Source: an optimization exercise on an open RTL-to-GDS flow (aim: small area, a short achievable clock period and few clock cycles per item). Production flows keep margins and buffers that such runs may drop. Function was checked by simulation only, so behaviour that the tests miss may differ from the original. Power is estimated from default activity; no workload was simulated.

==> design.v <==
package cpu_pkg;
    localparam int AW = 8;
    localparam int DW = 8;
    localparam logic [1:0] IDLE   = 2'b00;
    localparam logic [1:0] ACCESS = 2'b01;
    localparam logic [1:0] RESP   = 2'b10;
    localparam logic [1:0] PC_HOLD = 2'b00;
    localparam logic [1:0] PC_INC  = 2'b01;
    localparam logic [1:0] PC_LOAD = 2'b10;
endpackage
module ram_sp #(
    parameter int AW    = 8,
    parameter int DW    = 8,
    parameter int DEPTH = 256
) (
    input  logic          clk,
    input  logic          en,
    input  logic          we,
    input  logic [AW-1:0] addr,
    input  logic [DW-1:0] din,
    output logic [DW-1:0] dout
);
    logic [DW-1:0] mem [DEPTH];
    always_ff @(posedge clk) begin
        if (en) begin
            if (we)
                mem[addr] <= din;
            else
                dout <= mem[addr];
        end
    end
endmodule
module mem_mar_unit #(
    parameter int AW    = cpu_pkg::AW,
    parameter int DW    = cpu_pkg::DW,
    parameter int DEPTH = 256
) (
    input  logic          clk,
    input  logic          rst,
    input  logic [AW-1:0] addr_in,
    input  logic          mar_ld,
    input  logic          req,
    input  logic          we,
    input  logic [DW-1:0] wdata,
    output logic [DW-1:0] rdata,
    output logic          ack,
    output logic          busy,
    output logic [AW-1:0] mar_out
);
    logic [1:0]    state;
    logic [AW-1:0] mar;
    logic          we_q;
    logic [DW-1:0] wdata_q;
    logic [DW-1:0] rdata_q;
    logic [DW-1:0] ram_dout;
    logic          ram_en;
    logic          ram_we;
    always_ff @(posedge clk) begin
        if (rst) begin
            state   <= cpu_pkg::IDLE;
            mar     <= '0;
            we_q    <= 1'b0;
            wdata_q <= '0;
            rdata_q <= '0;
        end else begin
            case (state)
                cpu_pkg::IDLE: begin
                    if (req) begin
                        mar     <= mar_ld ? addr_in : mar;
                        we_q    <= we;
                        wdata_q <= wdata;
                        state   <= cpu_pkg::ACCESS;
                    end else if (mar_ld) begin
                        mar <= addr_in;
                    end
                end
                cpu_pkg::ACCESS: state <= cpu_pkg::RESP;
                cpu_pkg::RESP: begin
                    state <= cpu_pkg::IDLE;
                    if (!we_q)
                        rdata_q <= ram_dout;
                end
                default: state <= cpu_pkg::IDLE;
            endcase
        end
    end
    assign ram_en = (state == cpu_pkg::ACCESS);
    assign ram_we = we_q && !rst;
    ram_sp #(
        .AW    (AW),
        .DW    (DW),
        .DEPTH (DEPTH)
    ) u_ram (
        .clk  (clk),
        .en   (ram_en),
        .we   (ram_we),
        .addr (mar),
        .din  (wdata_q),
        .dout (ram_dout)
    );
    assign rdata   = (state == cpu_pkg::RESP && !we_q) ? ram_dout : rdata_q;
    assign ack     = (state == cpu_pkg::RESP);
    assign busy    = (state == cpu_pkg::ACCESS) || (state == cpu_pkg::RESP);
    assign mar_out = mar;
endmodule
==> run.sh <==
#!/bin/bash
# synth_recipe.tcl (not shown) runs the flow's synth.tcl, then flattens the netlist and writes it again
# the make line also repeats each setting of config.mk as NAME=value (left out here)
make -C /OpenROAD-flow-scripts/flow DESIGN_CONFIG=/design/flow/config.mk WORK_HOME=/design/flow/orfs CLKGATE_MAP_FILE= SYNTH_SCRIPT=/design/flow/synth_recipe.tcl finish
==> config.mk <==
export PLATFORM = sky130hd
export DESIGN_NAME = mem_mar_unit
export DESIGN_NICKNAME = mem_mar_unit
export VERILOG_FILES = /design/flow/design.v
export SDC_FILE = /design/flow/constraint.sdc
export NUM_CORES = 4
export LEC_CHECK = 0
export CAP_MARGIN = 20
export CORE_MARGIN = 2
export CORE_UTILIZATION = 40
export SLEW_MARGIN = 20
==> constraint.sdc <==
create_clock -name core_clock -period 5.0 [get_ports {clk}]
set_input_delay 1.0000 -clock core_clock [delete_from_list [all_inputs] [get_ports {clk}]]
set_output_delay 1.0000 -clock core_clock [all_outputs]
set_load 0.01 [all_outputs]
==> impl_metrics.tcl <==
set metrics [dict create \
    drive_gt1_share_pct 25.8 \
    worst_slew_pin_slew_ps 1120 \
    timing.rr.start "mar[0]" \
    crit_path_top_delay_cell "dfxtp_4" \
    whs_path_depth 2 \
    io_buffers 38 \
    synth_top_area_share_pct 77.7 \
    rsz0062_at_grt "no" \
    setup_viol 0 \
    synth_edf_count 2056 \
    holdPathEnd "we_q" \
    netlist_area_um2 79500 \
    ant_nets 0 \
    dieArea_um2 202000 \
    die_y_um 450 \
    max_slew_margin_pct 25.1 \
    clock_sink_count 2083 \
    wirelength_um 192000 \
    cts_root_buf "clkbuf_16" \
    drtIter0Drc 4387 \
    avgSynthCellArea_um2 21.8 \
    start_kind "flop" \
    worst-setup-path-type "flop to flop" \
    clk_latency_ps 840 \
    hp-class "flop to flop" \
    r2r-end "u_ram.dout[6]" \
    cts.hold.buffers_added 0 \
    first_pass_iters 6 \
    synthDistinctLibCells 28 \
    synth-main-ff-cell "edfxtp_1" \
    slew_viol_final 0 \
    cp_cell_sequence "buf_4, buf_4, mux4_2, a22oi_1, a21oi_1, o41ai_1, nand4_1" \
    peakVddDrop_mv 0.352 \
    leakage_nw 27.4 \
    total_power_w 0.0370 \
    core-area_um2 197000 \
    final_nets 3896 \
    overflow 0 \
    gp_congestion 0.802 \
    slowest_delay_ps 990 \
    drc 0 \
    final-hold-violation-count 0 \
    cts.repair.resized 0 \
    worstPathRequired_ps 5530 \
    syn2layout_area_growth_pct 13.9 \
    grt_pass1_wl_um 277000 \
    fmax_mhz 246 \
    ys_warn_count 2 \
    reg2regPathDepth 7 \
    grt_max_degree 208 \
    finClkSkew_ps 49.7 \
    nFillCells 16500 \
    pwr_density_cell_nw_per_um2 409 \
    path_clk_slew_ps 60 \
    synth_area_leader_cell "edfxtp_1" \
    ys_seq_area_share_pct 78.4 \
    netlist_top_cells_area "edfxtp_1, mux4_2, a22oi_1" \
    cts_tree "built" \
    r2r_slack_ps 940 \
    rows 163 \
    outcome "finished clean" \
    crit_path_end_kind "flop" \
    ys_ff_latch 2083 \
    postCtsSetupBuffers 0 \
    grt_use_total_pct 18.8 \
    syn_nets 3670 \
    crit_arrival_ps 4590 \
    detail_route.wl_per_cell_um 28.7 \
    htreeDepth 4 \
    regArea_um2 62300 \
    final_cell_mix "edfxtp_1, mux4_2, nor2_1" \
    die_w_um 450 \
    final_common_cell "edfxtp_1" \
    cts_buffers 202 \
    grt_pass1_vias 38600 \
    min-delay-start "we_q" \
    vias 38000 \
    initial_core_util_pct 40.3 \
    setup_tns_ps 0 \
    syn_inst 3645 \
    io_pins 39 \
    period_minus_slack_ps 4060 \
    cts_buffer_depth 3 \
    finalCritPeriodShare_pct 81.3 \
    dp_hpwl_um 111000 \
    multiInputGateArea_um2 16200 \
    async_flop_share_pct 0 \
    via_per_inst 5.69 \
    crit_path_max_fanout 40 \
    cap_violations 0 \
    antenna_found_initial 5 \
    cp_common_cell "buf_4" \
]
## final cells by class
| cell class | count | area share (%) |
|---|---|---|
| clock buffers | 255 | 5.90 |
| inverters | 3 | 0.0124 |
| clock inverters | 114 | 1.12 |
| diodes | 2 | 0.00553 |
| repair buffers | 255 | 2.57 |
| flip-flops and latches | 2083 | 68.8 |
| well taps | 2640 | 3.65 |
| multi-input cells | 1326 | 17.9 |
## registers in the layout (all words and copies together), names as in the netlist
signal	count
u_ram.mem	2048
mar	8
rdata_q	8
u_ram.dout	8
wdata_q	8
state	2
we_q	1
## synth_stat cells, drive strengths merged, types with 4 or more instances
cell type,number
mux4,512
nand3,21
nand2,50
a21oi,145
nor2b,7
a22oi,256
nor2,263
o41ai,32
mux2,8
dfxtp,27
buf,90
edfxtp,2056
and2,10
ha,4
nand4,8
clkbuf,143
## power breakdown
group	switching, W	internal (W)
combinational	0.00167	0.000988
clock	0.00642	0.00832
sequential	0.000168	0.0194
total	0.00826	0.0287
## logic make-up (layout without fill, tap and decap cells)
group | after synthesis | in the layout | synth area share [%]
other cells | 0 | 2 | 0
fa+ha+maj | 4 | 4 | 0.0630
simple gates | 366 | 366 | 1.87
flops | 2083 | 2083 | 78.4
compound gates | 434 | 434 | 3.72
buf+inv | 236 | 627 | 1.34
mux | 522 | 522 | 14.6
## through the flow
stage	cell area (um2)	setup slack, ps	utilization (%)	std cells	hold slack, ps
final	90500	936	45.9	6678	510
after global routing	90500	731	45.9	6678	540
after CTS	90500	970	45.8	6675	501
after detailed placement	84200	788	42.6	6306	496
after global placement	84200	765	42.6	6306	477
after floorplan	79500	747	-	3645	456
## worst max-delay path: cells and delay by family, from the launching register on
kind | cells | cell delay (ps)
muxes | 1 | 510
buffers and inverters | 2 | 770
AOI/OAI and AO/OA | 3 | 1270
and+or+nand+nor | 1 | 180
DFF | 1 | 990
## worst max-delay path by stage
| stage | start | endpoint | slack (ps) | cells after the start |
|---|---|---|---|---|
| 2_1_floorplan | wdata_q[0] | u_ram.mem[0][0] | 750 | 0 |
| 3_3_place_gp | rst | u_ram.mem[6][5] | 770 | 7 |
| 3_5_place_dp | rst | u_ram.mem[214][1] | 790 | 7 |
| 4_1_cts | state[0] | rdata[6] | 970 | 5 |
| 5_1_grt | mar[0] | u_ram.dout[6] | 730 | 7 |
| 6_report | mar[0] | u_ram.dout[6] | 940 | 7 |
## per-layer routing
layer	global-route usage, %	vias to the layer above	wire, um
met2	29.9	1423	93200
met1	26.6	20400	80400
met5	0	-	13
li1	-	15900	-
met4	5.04	2	4620
met3	3.42	261	13300
Testbench counts, summed over its fixed seeds: cycles 46,066, items 15,033.

## static timing again, ports no longer ideal
In the flow no input, the clock included, has a driving cell. The finished layout below was timed again as built, in two steps. Step 1 sets driving cells, clkbuf_16 on the clock port and buf_2 on the other inputs (assumed; they add their load-dependent delay and slew). Step 2 times the ports against the registers' clock, not the clock port: input delays grow and output delays shrink by t, the midpoint of the rising clock arrivals with the driver on. Slacks: ideal / step 1 / step 2; pairs: ideal / step 1.
t (ns): 0.903
slack for setup (ns): 0.936 / 0.933 / 0.767
pins driven straight from the clock port: 1
After both steps setup and hold are still met in this run. The setup slack of this run moves by -0.003 ns with the drivers and by -0.169 ns with both steps.
